Context: an optimization exercise on an open-source flow, tuned for small area. The choices shown serve that exercise and are no tape-out recipe. In this exercise RTL edits were held to simulation tests only and were not proved equivalent to the original. Power and IR drop assume default switching activity.

==> flow/design.v <==
`default_nettype none
module register_file_ab #(
    parameter int DATA_W   = 32,
    parameter int NUM_REGS = 32
) (
    input  logic              Clk,
    input  logic              Reset,
    input  logic [4:0]        Register_A_Sel,
    input  logic [4:0]        Register_B_Sel,
    input  logic [4:0]        Write_Sel,
    input  logic [DATA_W-1:0] Write_Data,
    input  logic              RF_Load,
    input  logic              RF_Double,
    output logic [DATA_W-1:0] Port_A,
    output logic [DATA_W-1:0] Port_B,
    output logic              RF_Busy,
    output logic              RF_Misaligned
);
    logic                r_busy;           
    logic [3:0]          r_pair;           
    logic                r_misaligned;
    logic                w_we;             
    logic [4:0]          w_waddr;          
    logic [DATA_W-1:0]   r_regs_n [1:NUM_REGS-1];    
    logic [DATA_W-1:0]   w_next_n [1:NUM_REGS-1];
    always_ff @(posedge Clk) begin
        if (Reset) begin
            r_busy       <= 1'b0;
            r_misaligned <= 1'b0;
        end else begin
            r_busy <= ~r_busy & RF_Load & RF_Double;
            if (~r_busy & RF_Load & RF_Double) begin
                r_misaligned <= Write_Sel[0];
            end
        end
    end
    always_ff @(posedge Clk) begin
        if (~r_busy & RF_Load & RF_Double) begin
            r_pair <= Write_Sel[4:1];
        end
    end
    assign RF_Busy       = r_busy;
    assign RF_Misaligned = r_misaligned;
    assign w_we    = ~Reset & (r_busy | RF_Load);
    assign w_waddr = r_busy    ? {r_pair, 1'b1} :
                     RF_Double ? {Write_Sel[4:1], 1'b0} : Write_Sel;
    logic w_rst_n;
    assign w_rst_n = ~Reset;
    logic [4:0] w_wa_t, w_wa_c, w_ra_t, w_ra_c, w_rb_t, w_rb_c;
    for (genvar n = 0; n < 5; n++) begin : g_abit
        assign w_wa_t[n] = w_waddr[n];
        assign w_ra_t[n] = Register_A_Sel[n];
        assign w_rb_t[n] = Register_B_Sel[n];
        rf_inv u_wa (.a(w_waddr[n]),        .y(w_wa_c[n]));
        rf_inv u_ra (.a(Register_A_Sel[n]), .y(w_ra_c[n]));
        rf_inv u_rb (.a(Register_B_Sel[n]), .y(w_rb_c[n]));
    end
    logic [7:0] w_wh, w_lh, w_ah, w_bh;
    logic [3:0] w_wl, w_ll, w_al, w_bl;
    for (genvar k = 0; k < 8; k++) begin : g_pre_h
        rf_and4 u_wh (.a(w_we),
                      .b(k[2] ? w_wa_t[4] : w_wa_c[4]),
                      .c(k[1] ? w_wa_t[3] : w_wa_c[3]),
                      .d(k[0] ? w_wa_t[2] : w_wa_c[2]), .y(w_wh[k]));
        rf_or2  u_lh (.a(w_wh[k]), .b(Reset), .y(w_lh[k]));
        rf_and3 u_ah (.a(k[2] ? w_ra_t[4] : w_ra_c[4]),
                      .b(k[1] ? w_ra_t[3] : w_ra_c[3]),
                      .c(k[0] ? w_ra_t[2] : w_ra_c[2]), .y(w_ah[k]));
        rf_and3 u_bh (.a(k[2] ? w_rb_t[4] : w_rb_c[4]),
                      .b(k[1] ? w_rb_t[3] : w_rb_c[3]),
                      .c(k[0] ? w_rb_t[2] : w_rb_c[2]), .y(w_bh[k]));
    end
    for (genvar j = 0; j < 4; j++) begin : g_pre_l
        rf_and2 u_wl (.a(j[1] ? w_wa_t[1] : w_wa_c[1]),
                      .b(j[0] ? w_wa_t[0] : w_wa_c[0]), .y(w_wl[j]));
        rf_or2  u_ll (.a(w_wl[j]), .b(Reset), .y(w_ll[j]));
        rf_and2 u_al (.a(j[1] ? w_ra_t[1] : w_ra_c[1]),
                      .b(j[0] ? w_ra_t[0] : w_ra_c[0]), .y(w_al[j]));
        rf_and2 u_bl (.a(j[1] ? w_rb_t[1] : w_rb_c[1]),
                      .b(j[0] ? w_rb_t[0] : w_rb_c[0]), .y(w_bl[j]));
    end
    logic w_fwd_a, w_fwd_b;
    assign w_fwd_a = w_we & (w_waddr == Register_A_Sel) & (Register_A_Sel != 5'd0);
    assign w_fwd_b = w_we & (w_waddr == Register_B_Sel) & (Register_B_Sel != 5'd0);
    localparam int NH = 2;
    localparam int HW = DATA_W / NH;
    logic [NUM_REGS-1:1] w_sel_a_n [0:NH-1];       
    logic [NUM_REGS-1:1] w_sel_b_n [0:NH-1];
    logic [DATA_W-1:0]   w_col_n   [1:NUM_REGS-1];  
    logic [DATA_W-1:0]   w_bus_n   [0:NH-1];        
    for (genvar c = 0; c < NH; c++) begin : g_bus
        for (genvar b = 0; b < DATA_W; b++) begin : g_b
            rf_nand2 u_bus (.a(Write_Data[b]), .b(w_rst_n), .y(w_bus_n[c][b]));
        end
    end
    for (genvar i = 1; i < NUM_REGS; i++) begin : g_reg
        for (genvar c = 0; c < NH; c++) begin : g_h
            logic w_load, w_hold;
            rf_nand2 u_hold (.a(w_lh[i/4]), .b(w_ll[i%4]), .y(w_hold));
            rf_inv   u_load (.a(w_hold), .y(w_load));
            rf_nand2 u_sa   (.a(w_ah[i/4]), .b(w_al[i%4]), .y(w_sel_a_n[c][i]));
            rf_nand2 u_sb   (.a(w_bh[i/4]), .b(w_bl[i%4]), .y(w_sel_b_n[c][i]));
            for (genvar b = c * HW; b < (c + 1) * HW; b++) begin : g_bit
                rf_hold u_nx (.l(w_load), .h(w_hold), .d(w_bus_n[i * NH / NUM_REGS][b]),
                              .q(r_regs_n[i][b]), .y(w_next_n[i][b]));
            end
        end
        always_ff @(posedge Clk) begin
            r_regs_n[i] <= w_next_n[i];
        end
        assign w_col_n[i] = r_regs_n[i];
    end
    logic [NH-1:0] w_fwd_a_c, w_fwd_b_c;
    for (genvar c = 0; c < NH; c++) begin : g_fwd
        assign w_fwd_a_c[c] = w_fwd_a;
        assign w_fwd_b_c[c] = w_fwd_b;
    end
    for (genvar b = 0; b < DATA_W; b++) begin : g_rbit
        logic [NUM_REGS-1:1] w_dn;
        for (genvar i = 1; i < NUM_REGS; i++) begin : g_d
            assign w_dn[i] = w_col_n[i][b];
        end
        rf_read_bit u_a (.sn(w_sel_a_n[b / HW][NUM_REGS-1:1]), .dn(w_dn),
                         .fwd(w_fwd_a_c[b / HW]), .wn(w_bus_n[0][b]), .y(Port_A[b]));
        rf_read_bit u_b (.sn(w_sel_b_n[b / HW][NUM_REGS-1:1]), .dn(w_dn),
                         .fwd(w_fwd_b_c[b / HW]), .wn(w_bus_n[0][b]), .y(Port_B[b]));
    end
endmodule
module rf_read_bit (
    input  wire [31:1] sn,
    input  wire [31:1] dn,
    input  wire        fwd,
    input  wire        wn,
    output wire        y
);
    wire [15:0] p;
    wire [3:0]  q;
    for (genvar k = 0; k < 15; k++) begin : g_oai
        rf_oai22 u (.sn(sn[2*k+1 +: 2]), .dn(dn[2*k+1 +: 2]), .y(p[k]));
    end
    rf_nor2 u_last (.a(sn[31]), .b(dn[31]), .y(p[15]));
    for (genvar k = 0; k < 4; k++) begin : g_or
        rf_or4 u (.p(p[4*k +: 4]), .y(q[k]));
    end
    rf_or4_fwd u_top (.q(q), .fwd(fwd), .wn(wn), .y(y));
endmodule
module rf_oai22 (
    input  wire [1:0] sn,
    input  wire [1:0] dn,
    output wire       y
);
    assign y = ~((sn[0] | dn[0]) & (sn[1] | dn[1]));
endmodule
module rf_or4 (
    input  wire [3:0] p,
    output wire       y
);
    assign y = |p;
endmodule
module rf_nor2 (
    input  wire a,
    input  wire b,
    output wire y
);
    assign y = ~(a | b);
endmodule
module rf_or4_fwd (
    input  wire [3:0] q,
    input  wire       fwd,
    input  wire       wn,
    output wire       y
);
    assign y = fwd ? ~wn : |q;
endmodule
module rf_nand2 (
    input  wire a,
    input  wire b,
    output wire y
);
    assign y = ~(a & b);
endmodule
module rf_nand3 (
    input  wire a,
    input  wire b,
    input  wire c,
    output wire y
);
    assign y = ~(a & b & c);
endmodule
module rf_and2 (
    input  wire a,
    input  wire b,
    output wire y
);
    assign y = a & b;
endmodule
module rf_and3 (
    input  wire a,
    input  wire b,
    input  wire c,
    output wire y
);
    assign y = a & b & c;
endmodule
module rf_and4 (
    input  wire a,
    input  wire b,
    input  wire c,
    input  wire d,
    output wire y
);
    assign y = a & b & c & d;
endmodule
module rf_or2 (
    input  wire a,
    input  wire b,
    output wire y
);
    assign y = a | b;
endmodule
module rf_inv (
    input  wire a,
    output wire y
);
    assign y = ~a;
endmodule
module rf_hold (
    input  wire l,
    input  wire h,
    input  wire d,
    input  wire q,
    output wire y
);
    assign y = (l & d) | (h & q);
endmodule
`default_nettype wire
clock: 7.0 ns
lec_check: 0
cap_margin: 20
core_margin: 2
core_utilization: 55
slew_margin: 20
synth_hierarchical: 1
standard.sh (not shown) runs the stock make flow with config.mk's settings and CLKGATE_MAP_FILE= SYNTH_SCRIPT=/design/flow/synth_recipe.tcl, a recipe that flattens the netlist after the stock synthesis.
==> flow/flow/run.sh <==
#!/bin/bash
# Standard ORFS layout with a leaner clock tree (mid-size clock buffers,
# larger sink clusters, no dummy balancing loads) and minimum-size port
# buffers, gate sizing not tied to the cell footprint, and timing-driven
# placement that does not keep its trial buffers. Everything else is the standard flow (standard.sh).
set -euo pipefail
CTS="-sink_clustering_enable -repair_clock_nets -dont_use_dummy_load"
CTS="$CTS -buf_list sky130_fd_sc_hd__clkbuf_8 -sink_clustering_size 16 -sink_clustering_max_diameter 80"
bash standard.sh finish \
  "CTS_ARGS=$CTS" \
  "BUFFER_PORTS_ARGS=-buffer_cell sky130_fd_sc_hd__buf_1" \
  MATCH_CELL_FOOTPRINT=0 GPL_KEEP_OVERFLOW=0 \
  > standard.log 2>&1
Edit:
--- a/flow/flow/run.sh
+++ b/flow/flow/run.sh
@@ -8 +8 @@
-CTS="$CTS -buf_list sky130_fd_sc_hd__clkbuf_8 -sink_clustering_size 16 -sink_clustering_max_diameter 80"
+CTS="$CTS -buf_list sky130_fd_sc_hd__clkbuf_8 -sink_clustering_size 14 -sink_clustering_max_diameter 70"
Outcome: The changed run completed with no timing, DRC or antenna violations; synthesized cell count does not change; synthesized area stays the same; cell area climbs by 0.32%; total power climbs by 1.5%; worst setup slack improves by 0.057 ns; hold slack degrades by 0.0056 ns; routed wire length climbs by 0.53%; utilization climbs by 0.19 points; non-clock buffer count is unchanged; clock power climbs by about 7%; combinational power barely changes.

-- static timing again, ports no longer ideal --
The flow's constraints put no driver on any port. The routed layouts listed below were extracted and timed again, unchanged, in two steps.
Step 1 sets driving cells, clkbuf_16 on the clock port and buf_2 on the other inputs (assumed; they add their load-dependent delay and slew).
Step 2 times the ports against the registers' clock, not the clock port: input delays grow and output delays shrink by t, the midpoint of the rising clock arrivals with the driver on.
Slacks: no drivers / after step 1 / after step 2; pairs: no drivers / after step 1.
run	shift t [ns]	slack for setup (ns)	hold slack, ns	slew at the worst register clock pin (ns)	cell pins on the clock port's net
the first run	0.756	0.299 / 0.271 / 0.271	0.505 / 0.505 / 0.505	0.11 / 0.11	1
the second run	0.789	0.356 / 0.324 / 0.324	0.500 / 0.500 / 0.500	0.11 / 0.11	1
After both steps every run listed still meets setup and hold. For the second run, which loses most, drivers alone change the setup slack by -0.032 ns; drivers and shift together by -0.032 ns.
